What follows belongs to an exercise in optimizing a design on an open flow for small area, a short achievable clock period and few clock cycles per item; a production flow would make more cautious choices.
Function was checked by simulation only, so behaviour that the tests miss may differ from the original.

Design fmul_top, start of the top module:
module fmul_top (
  input  logic        clk,
  input  logic        rst_n,
  input  logic [31:0] op_a,
  input  logic [31:0] op_b,
  input  logic        start,
  input  logic        ready_in,
  output logic        valid_out,
  output logic        ready_out,
  output logic [31:0] result,
  output logic [3:0]  flags
);
  logic [7:0] ea, eb;
  logic       a_zero, b_zero, a_max, b_max, a_fz, b_fz;
  logic       a_nan, b_nan, a_inf, b_inf;
  logic       s0_nan, s0_inf, s0_spec, s0_sign;
  logic [9:0] s0_esum;
  assign ea     = op_a[30:23];
  assign eb     = op_b[30:23];
  assign a_zero = (ea == 8'h00);
  assign b_zero = (eb == 8'h00);
  assign a_max  = (ea == 8'hFF);
  assign b_max  = (eb == 8'hFF);
  assign a_fz   = (op_a[22:0] == 23'd0);
  assign b_fz   = (op_b[22:0] == 23'd0);
  assign a_nan  = a_max & ~a_fz;
  assign b_nan  = b_max & ~b_fz;
  assign a_inf  = a_max & a_fz;
  assign b_inf  = b_max & b_fz;
  assign s0_nan  = a_nan | b_nan | (a_inf & b_zero) | (a_zero & b_inf);
  assign s0_inf  = a_max | b_max;
  ...
For scale: roughly 2,200 cells after synthesis, roughly 220 flip-flops, ~25,000 sq um of cells after synthesis.
clock: 8.0 ns
lec_check: 0
abc_clock_period_in_ps: 3500
cap_margin: 20
core_margin: 2
core_utilization: 40
setup_slack_margin: 4.4
slew_margin: 20
synth_hierarchical: 1
synth_minimum_keep_size: 0
tns_end_percent: 0
standard.sh (not shown) runs the stock make flow with config.mk's settings and CLKGATE_MAP_FILE= SYNTH_SCRIPT=/design/flow/synth_recipe.tcl, a recipe that flattens the netlist after the stock synthesis.
==> flow/flow/run.sh <==
#!/bin/bash
# The standard layout (the standard.sh: ORFS synthesis to finish), with the
# ports buffered by sky130_fd_sc_hd__buf_2 instead of the flow's default pick.
set -euo pipefail
bash standard.sh 'BUFFER_PORTS_ARGS=-buffer_cell sky130_fd_sc_hd__buf_2'  finish > orfs_make.log 2>&1
Testbench counts at the start, summed over its fixed seeds: cycles 8,024, items 8,000.
Then changed:
==> flow/flow/run.sh (replaced) <==
#!/bin/bash
# The standard layout (the standard.sh: ORFS synthesis to finish), with the
# ports buffered by sky130_fd_sc_hd__buf_2 instead of the flow's default pick.
set -euo pipefail
bash standard.sh 'BUFFER_PORTS_ARGS=-buffer_cell sky130_fd_sc_hd__buf_2' RECOVER_POWER=100 finish > orfs_make.log 2>&1
=>
- With this change the flow finished but fails on max-capacitance violations, max-slew violations
- synthesized cell count is unchanged
- sequential cell count is unchanged
- worst hold slack hardly moves

========
Setup of P:
Another version of the RTL of fmul_top (not shown whole).
For scale: about 2000 cells after synthesis.
export LEC_CHECK = 0
export ABC_CLOCK_PERIOD_IN_PS = 3500
export CAP_MARGIN = 20
export CORE_MARGIN = 2
export CORE_UTILIZATION = 50
export PLACE_DENSITY = 0.75
export SETUP_SLACK_MARGIN = 4.4
export SLEW_MARGIN = 20
export SYNTH_HIERARCHICAL = 1
export SYNTH_MINIMUM_KEEP_SIZE = 0
export TNS_END_PERCENT = 0
create_clock -name core_clock -period 8.0 [get_ports {clk}]
==> flow/flow/run.sh <==
#!/bin/bash
# The standard layout (the standard.sh: ORFS synthesis to finish), with the
# ports buffered by sky130_fd_sc_hd__buf_2 instead of the flow's default pick.
set -euo pipefail
bash standard.sh 'BUFFER_PORTS_ARGS=-buffer_cell sky130_fd_sc_hd__buf_2'  finish > orfs_make.log 2>&1
Having completed the whole flow, P delivered a layout that passed the timing, design-rule and antenna checks.
Testbench counts of P, summed over its fixed seeds: cycles 8,024, items 8,000.
### P -> Q
# P
export LEC_CHECK = 0
export ABC_CLOCK_PERIOD_IN_PS = 3500
export CAP_MARGIN = 20
export CORE_MARGIN = 2
export CORE_UTILIZATION = 50
export PLACE_DENSITY = 0.75
export SETUP_SLACK_MARGIN = 4.4
export SLEW_MARGIN = 20
export SYNTH_HIERARCHICAL = 1
export SYNTH_MINIMUM_KEEP_SIZE = 0
export TNS_END_PERCENT = 0
create_clock -name core_clock -period 8.0 [get_ports {clk}]
# Q
export LEC_CHECK = 0
export ABC_CLOCK_PERIOD_IN_PS = 3500
export CAP_MARGIN = 20
export CORE_MARGIN = 2
export CORE_UTILIZATION = 40
export CTS_BUF_LIST = sky130_fd_sc_hd__clkbuf_4 sky130_fd_sc_hd__clkbuf_8
export SETUP_SLACK_MARGIN = 4.4
export SLEW_MARGIN = 20
export SYNTH_HIERARCHICAL = 1
export SYNTH_MINIMUM_KEEP_SIZE = 0
export TNS_END_PERCENT = 0
create_clock -name core_clock -period 8.0 [get_ports {clk}]
==> run summary <==
- Sort Q and P by final design area excluding fillers, descending, and P comes first.
- What P reported for via density per instance has to be multiplied by 0.920 to get the figure for Q.
- Post-detailed-routing wire length: Q > P
- Summary — area growth from synthesis to final layout, Q relative to P: lower, by 0.47 points.
- Diff P -> Q | starting density of the core | decrease of 9.9 points
- Diff P -> Q: post-route worst setup slack decreased by 42 ps relative to the old numbers, highest achievable clock rate lost 2.5 MHz, sum of met2 wire segment lengths after detailed routing went up by about 0.6%, placer's final routability congestion estimate down 3.6%, number of non-clock buffers lower.
The inputs of R differ from those of Q as listed below.
# Q
export LEC_CHECK = 0
export ABC_CLOCK_PERIOD_IN_PS = 3500
export CAP_MARGIN = 20
export CORE_MARGIN = 2
export CORE_UTILIZATION = 40
export CTS_BUF_LIST = sky130_fd_sc_hd__clkbuf_4 sky130_fd_sc_hd__clkbuf_8
export SETUP_SLACK_MARGIN = 4.4
export SLEW_MARGIN = 20
export SYNTH_HIERARCHICAL = 1
export SYNTH_MINIMUM_KEEP_SIZE = 0
export TNS_END_PERCENT = 0
create_clock -name core_clock -period 8.0 [get_ports {clk}]
# R
export LEC_CHECK = 0
export ABC_CLOCK_PERIOD_IN_PS = 3500
export CAP_MARGIN = 20
export CORE_MARGIN = 2
export CORE_UTILIZATION = 55
export SETUP_SLACK_MARGIN = 4.4
export SLEW_MARGIN = 20
export SYNTH_HIERARCHICAL = 1
export SYNTH_MINIMUM_KEEP_SIZE = 0
export TNS_END_PERCENT = 0
create_clock -name core_clock -period 8.0 [get_ports {clk}]
Notes after the runs:
- R reached the end of the flow, and the finished layout is clean on the timing, design-rule and antenna checks.
- R vs. Q: final clock period utilization by the worst path was more or less identical, data arrival time of the critical path saw a decrease.
- Relative to Q, effective utilization at floorplan has gone up in R.

========
Setup of build 64:
fmul_top again, from the RTL that the note above started with.
// fmul_top
module fmul_top (
  input  logic        clk,
  input  logic        rst_n,
  input  logic [31:0] op_a,
  input  logic [31:0] op_b,
  input  logic        start,
  input  logic        ready_in,
  output logic        valid_out,
  output logic        ready_out,
  output logic [31:0] result,
  output logic [3:0]  flags
);
  logic [7:0] ea, eb;
  logic       a_zero, b_zero, a_max, b_max, a_fz, b_fz;
  logic       a_nan, b_nan, a_inf, b_inf;
  logic       s0_nan, s0_inf, s0_spec, s0_sign;
  logic [9:0] s0_esum;
  assign ea     = op_a[30:23];
  assign eb     = op_b[30:23];
  assign a_zero = (ea == 8'h00);
  assign b_zero = (eb == 8'h00);
  assign a_max  = (ea == 8'hFF);
  assign b_max  = (eb == 8'hFF);
  assign a_fz   = (op_a[22:0] == 23'd0);
  assign b_fz   = (op_b[22:0] == 23'd0);
  assign a_nan  = a_max & ~a_fz;
  assign b_nan  = b_max & ~b_fz;
  assign a_inf  = a_max & a_fz;
  assign b_inf  = b_max & b_fz;
  assign s0_nan  = a_nan | b_nan | (a_inf & b_zero) | (a_zero & b_inf);
  assign s0_inf  = a_max | b_max;
  assign s0_spec = s0_inf | a_zero | b_zero;
  assign s0_sign = (a_nan | b_nan) ? 1'b0 :
                   ((a_inf & b_zero) | (a_zero & b_inf)) ? 1'b1 :
                   (op_a[31] ^ op_b[31]);
  assign s0_esum = {2'b00, ea} + {2'b00, eb} - 10'd127;
  logic [25:0] s0_by;
  logic [11:0] s0_bo, s0_bt;
  logic [10:0] s0_bn;
  ...
==> flow/config.mk <==
export PLATFORM = sky130hd
export DESIGN_NAME = fmul_top
export DESIGN_NICKNAME = fmul_top
export VERILOG_FILES = /design/flow/design.v
export SDC_FILE = /design/flow/constraint.sdc
export NUM_CORES = 4
export LEC_CHECK = 0
export ABC_CLOCK_PERIOD_IN_PS = 3500
export CAP_MARGIN = 20
export CORE_MARGIN = 2
export CORE_UTILIZATION = 40
export CTS_BUF_LIST = sky130_fd_sc_hd__clkbuf_8
export SETUP_SLACK_MARGIN = 4.4
export SLEW_MARGIN = 20
export SYNTH_HIERARCHICAL = 1
export SYNTH_MINIMUM_KEEP_SIZE = 0
export TNS_END_PERCENT = 0
==> flow/constraint.sdc <==
create_clock -name core_clock -period 8.0 [get_ports {clk}]
set_input_delay 1.6000 -clock core_clock [delete_from_list [all_inputs] [get_ports {clk}]]
set_output_delay 1.6000 -clock core_clock [all_outputs]
set_load 0.01 [all_outputs]
Scripts as last shown in full above: flow/flow/run.sh
Testbench counts of build 64, summed over its fixed seeds: cycles 8,024, items 8,000.
Here is what was changed in the inputs of build 67 compared with build 64.
- clearing CTS_BUF_LIST, which used to be sky130_fd_sc_hd__clkbuf_8
[summary]
- Build 67: full flow OK, the timing, design-rule and antenna checks passed
- Diff build 64 -> build 67 | post-layout instance count excluding filler cells | decrease of 17
- Relative to build 64, number of antenna diodes has decreased by 2 in build 67.
- Comparing the two runs side by side, build 67 comes out ahead of build 64 on final critical path time including I/O delays and setup.
Setup changes, build 67 to build 63
==> flow/run.sh (new file) <==
#!/bin/bash
# synth_recipe.tcl (not shown) runs the flow's synth.tcl, then flattens the netlist and writes it again
# the make line also repeats each setting of config.mk as NAME=value (left out here)
make -C /OpenROAD-flow-scripts/flow DESIGN_CONFIG=/design/flow/config.mk WORK_HOME=/design/flow/orfs CLKGATE_MAP_FILE= SYNTH_SCRIPT=/design/flow/synth_recipe.tcl finish
removed: flow/flow/run.sh
removed: flow/standard.sh
Notes after the runs:
Result: PASS for each of build 63 and build 67
Looking at HPWL reported at the end of detailed placement across build 63 and build 67, the one that comes out higher is build 67.
Diode insertion count for antenna repair delta for build 63 relative to build 67: 1 higher
Build 63 and build 67 ended up with nearly the same final weighted congestion in routability-driven placement.
On synthesized area, build 67 tracks build 63 almost exactly.
Per the comparison of build 63 with build 67, number of non-clock buffers in the layout increased by 28 relative to the old numbers, signed area change from the synthesized netlist to the final layout increased by 4.1 points relative to the old numbers, final non-filler cell total increased by 0.85% relative to the old numbers, maximum number of pins on one net before global-route repair increased by 10 relative to the old numbers.
Diff build 67..build 63 | number of cells on the critical path | unchanged

[port drivers added, routing unchanged]
No port has a modelled driver above. Below, the same layouts with a new extraction and two added sets of constraints.
Step 1 (the two cells are an assumption about what drives the block):
set clk [get_ports {clk}]
set_driving_cell -lib_cell sky130_fd_sc_hd__clkbuf_16 $clk
set_driving_cell -lib_cell sky130_fd_sc_hd__buf_2 [delete_from_list [all_inputs] $clk]
Step 2 moves the port delays by t, midway between the first and last clock arrival at a register: inputs arrive t later, outputs are due t later. That takes back most of the time a late clock gives input paths.
Three values: no drivers, after step 1, after step 2; two values: the first two.
| run | t (ns) | setup slack, ns | worst setup path after step 2 | clock arrival spread, ns | cell pins on the clock port's net |
|---|---|---|---|---|---|
| the first run of note 1 | 0.613 | 3.816 / 3.816 / 3.816 | register to register | 0.029 / 0.030 | 1 |
| the second run of note 1 | 0.615 | 2.448 / 2.480 / 1.865 | input to register | 0.029 / 0.029 | 1 |
| P | 0.611 | 3.919 / 3.919 / 3.919 | register to register | 0.015 / 0.015 | 1 |
| Q | 0.661 | 3.877 / 3.877 / 3.877 | register to register | 0.025 / 0.025 | 1 |
| R | 0.622 | 3.884 / 3.884 / 3.884 | register to register | 0.028 / 0.028 | 1 |
| build 64 | 0.660 | 3.891 / 3.881 / 3.891 | register to register | 0.026 / 0.026 | 1 |
| build 67 | 0.626 | 4.020 / 3.960 / 3.997 | input to register | 0.025 / 0.024 | 1 |
| build 63 | 0.613 | 4.046 / 4.020 / 3.873 | input to register | 0.047 / 0.047 | 1 |
For the second run of note 1, which loses most, drivers alone change the setup slack by +0.032 ns; drivers and shift together by -0.583 ns.
